This is an optimization exercise on Yosys and OpenROAD, whose aim is small area, a short achievable clock period and few clock cycles, not a production implementation. Only simulation tests tie the RTL to the original design; equivalence was not proved. Power is estimated from default activity; no workload was simulated.

## lane 1
Design mlp_layer_sequencer, start of the top module:
module mlp_layer_sequencer #(
    parameter int N_IN  = 784,
    parameter int N_OUT = 10,
    parameter int DW    = 32,
    parameter int FRAC  = 24,
    parameter int ACCW  = 74,
    parameter int RELU  = 1,
    localparam int c_iw = (N_IN > 1) ? $clog2(N_IN) : 1,
    localparam int c_ww = (N_IN * N_OUT > 1) ? $clog2(N_IN * N_OUT) : 1,
    localparam int c_ow = (N_OUT > 1) ? $clog2(N_OUT) : 1
) (
    input  logic            clk,
    input  logic            rst_n,
    input  logic            start,
    output logic            busy,
    output logic            done,
    output logic            sat,
    output logic            rd_en,
    output logic [c_iw-1:0] in_addr,
    output logic [c_ww-1:0] w_addr,
    output logic [c_ow-1:0] b_addr,
    input  logic [DW-1:0]   in_data,
    input  logic [DW-1:0]   w_data,
    input  logic [DW-1:0]   b_data,
    output logic            out_we,
    output logic [c_ow-1:0] out_addr,
    output logic [DW-1:0]   out_data
);
clock: 11.0 ns
lec_check: 0
cap_margin: 20
core_margin: 2
core_utilization: 60
slew_margin: 20
synth_hierarchical: 1
standard.sh (not shown) runs the stock make flow with config.mk's settings and CLKGATE_MAP_FILE= SYNTH_SCRIPT=/design/flow/synth_recipe.tcl, a recipe that flattens the netlist after the stock synthesis.
==> flow/flow/run.sh <==
#!/bin/bash
# Layout flow: the standard ORFS flow, except that ports are buffered with
# plain buffers and the resizer may not use the delay cells.
set -euo pipefail
DLY="sky130_fd_sc_hd__clkdlybuf4s15_1 sky130_fd_sc_hd__clkdlybuf4s15_2 \
sky130_fd_sc_hd__clkdlybuf4s18_1 sky130_fd_sc_hd__clkdlybuf4s18_2 \
sky130_fd_sc_hd__clkdlybuf4s25_1 sky130_fd_sc_hd__clkdlybuf4s25_2 \
sky130_fd_sc_hd__clkdlybuf4s50_1 sky130_fd_sc_hd__clkdlybuf4s50_2 \
sky130_fd_sc_hd__dlygate4sd1_1 sky130_fd_sc_hd__dlygate4sd2_1 sky130_fd_sc_hd__dlygate4sd3_1 \
sky130_fd_sc_hd__dlymetal6s2s_1 sky130_fd_sc_hd__dlymetal6s4s_1 sky130_fd_sc_hd__dlymetal6s6s_1"
export DONT_USE_CELLS="$DLY"
export BUFFER_PORTS_ARGS="-buffer_cell sky130_fd_sc_hd__buf_2"
# Timing repair aims 7.6 ns below the clock period (the period itself is unchanged).
# Clock tree synthesis as in ORFS's cts.tcl, without dummy balancing loads and
# with larger sink clusters.
CTS="-sink_clustering_enable -repair_clock_nets -dont_use_dummy_load -sink_clustering_size 25 -sink_clustering_max_diameter 80"
bash standard.sh finish SETUP_SLACK_MARGIN=7.6 "CTS_ARGS=$CTS" > flow_make.log 2>&1
Testbench counts of lane 1, summed over its fixed seeds: cycles 188,320.
diff inputs: lane 1 => lane 2
diff --git a/flow/design.v b/flow/design.v
--- a/flow/design.v
+++ b/flow/design.v
@@ -118,47 +118,51 @@
         end
     end
     always_ff @(posedge clk) begin
         a_r   <= in_data;
         b31_r <= b_data[31];
         neg_r <= neg_d;
         one_r <= one_d;
         two_r <= two_d;
     end
     logic [33:0] pp_0, pp_1, pp_2, pp_3, pp_4, pp_5, pp_6, pp_7,
                  pp_8, pp_9, pp_10, pp_11, pp_12, pp_13, pp_14, pp_15;
     logic [33:0] pp [16];
-    logic [31:0] an [4];
-    logic [15:0] onen [4], twon [4], negn [4];
+    logic [31:0] an_l, an_h;
+    logic [15:0] onen_a, onen_b, twon_a, twon_b, negn_a, negn_b;
     for (genvar g = 0; g < 32; g++) begin : g_ainv
-        for (genvar q = 0; q < 4; q++) begin : g_q
-            mlp_inv u_a (.a(a_r[g]), .y(an[q][g]));
-        end
+        mlp_inv u_l (.a(a_r[g]), .y(an_l[g]));
+        mlp_inv u_h (.a(a_r[g]), .y(an_h[g]));
     end
     for (genvar g = 0; g < 16; g++) begin : g_sinv
-        for (genvar q = 0; q < 4; q++) begin : g_q
-            mlp_inv u_o (.a(one_r[g]), .y(onen[q][g]));
-            mlp_inv u_t (.a(two_r[g]), .y(twon[q][g]));
-            mlp_inv u_n (.a(neg_r[g]), .y(negn[q][g]));
-        end
+        mlp_inv u_oa (.a(one_r[g]), .y(onen_a[g]));
+        mlp_inv u_ob (.a(one_r[g]), .y(onen_b[g]));
+        mlp_inv u_ta (.a(two_r[g]), .y(twon_a[g]));
+        mlp_inv u_tb (.a(two_r[g]), .y(twon_b[g]));
+        mlp_inv u_na (.a(neg_r[g]), .y(negn_a[g]));
+        mlp_inv u_nb (.a(neg_r[g]), .y(negn_b[g]));
     end
     always_comb begin
         for (int k = 0; k < 16; k++) begin
             logic [31:0] aa;
             logic [33:0] x1, x2;
-            aa = ~an[k / 4];
+            aa = (k < 8) ? ~an_l : ~an_h;
             x1 = {aa[31], aa[31], aa};
             x2 = {aa[31], aa, 1'b0};
-            for (int i = 0; i < 34; i++)
-                pp[k][i] = ((x1[i] & ~onen[i / 9][k]) | (x2[i] & ~twon[i / 9][k])) ^ ~negn[i / 9][k];
+            for (int i = 0; i < 34; i++) begin
+                if (i < 17)
+                    pp[k][i] = ((x1[i] & ~onen_a[k]) | (x2[i] & ~twon_a[k])) ^ ~negn_a[k];
+                else
+                    pp[k][i] = ((x1[i] & ~onen_b[k]) | (x2[i] & ~twon_b[k])) ^ ~negn_b[k];
+            end
         end
     end
     assign pp_0 = pp[0];   assign pp_1 = pp[1];   assign pp_2 = pp[2];   assign pp_3 = pp[3];
     assign pp_4 = pp[4];   assign pp_5 = pp[5];   assign pp_6 = pp[6];   assign pp_7 = pp[7];
     assign pp_8 = pp[8];   assign pp_9 = pp[9];   assign pp_10 = pp[10]; assign pp_11 = pp[11];
     assign pp_12 = pp[12]; assign pp_13 = pp[13]; assign pp_14 = pp[14]; assign pp_15 = pp[15];
     logic [73:0] r_s, r_c, srow, crow, s_nx, c_nx;
     logic [7:0] f3n;
     for (genvar g = 0; g < 8; g++) begin : g_f3inv
         mlp_inv u_f (.a(first3), .y(f3n[g]));
     end
     assign srow[0] = r_s[0] & f3n[0];
### Flow results
- Lane 2 finished end to end and its layout was clean on timing, DRC and antenna.
- Delta (lane 2 minus lane 1): overall power consumption fell 1.7%, clock transition at the registers of the reported paths fell 20 ps, critical path depth in cells rose 6, first-pass iteration count of the detailed router fell 1, clock skew fell 12 ps.
- Lane 2 vs. lane 1: post-synthesis share of cell area spent on full adders, half adders and majority gates moved up, register-to-register slack moved down, synthesized cell count moved down.
- Compared with lane 1, in lane 2 number of buffers added on ports stayed essentially flat, vias after detailed routing +1.1%, areal power density over the cells has decreased.
- Compared with lane 1, lane 2 shows total area of sequential cells higher by 0.68%.
Testbench counts of lane 2, summed over its fixed seeds: cycles 188,320.

-- separate check: timing with driven ports --
The results above use ideal ports. As a check the final layouts listed here were re-extracted and re-timed, cells and wires unchanged.
Step 1 (the two cells are an assumption about what drives the block):
set clk [get_ports {clk}]
set_driving_cell -lib_cell sky130_fd_sc_hd__clkbuf_16 $clk
set_driving_cell -lib_cell sky130_fd_sc_hd__buf_2 [delete_from_list [all_inputs] $clk]
Step 2 times the ports against the registers' clock, not the clock port: input delays grow and output delays shrink by t, the midpoint of the rising clock arrivals with the driver on.
Three values: ideal, step 1, step 2; two values: the first two.
run	shift t [ns]	setup WS [ns]	hold slack, ns	latest minus earliest clock arrival (ns)
lane 1	0.612	7.627 / 7.559 / 7.640	0.440 / 0.440 / 0.440	0.082 / 0.082
lane 2	0.675	7.618 / 7.567 / 7.618	0.403 / 0.403 / 0.403	0.071 / 0.072
After both steps every run listed still meets setup and hold.
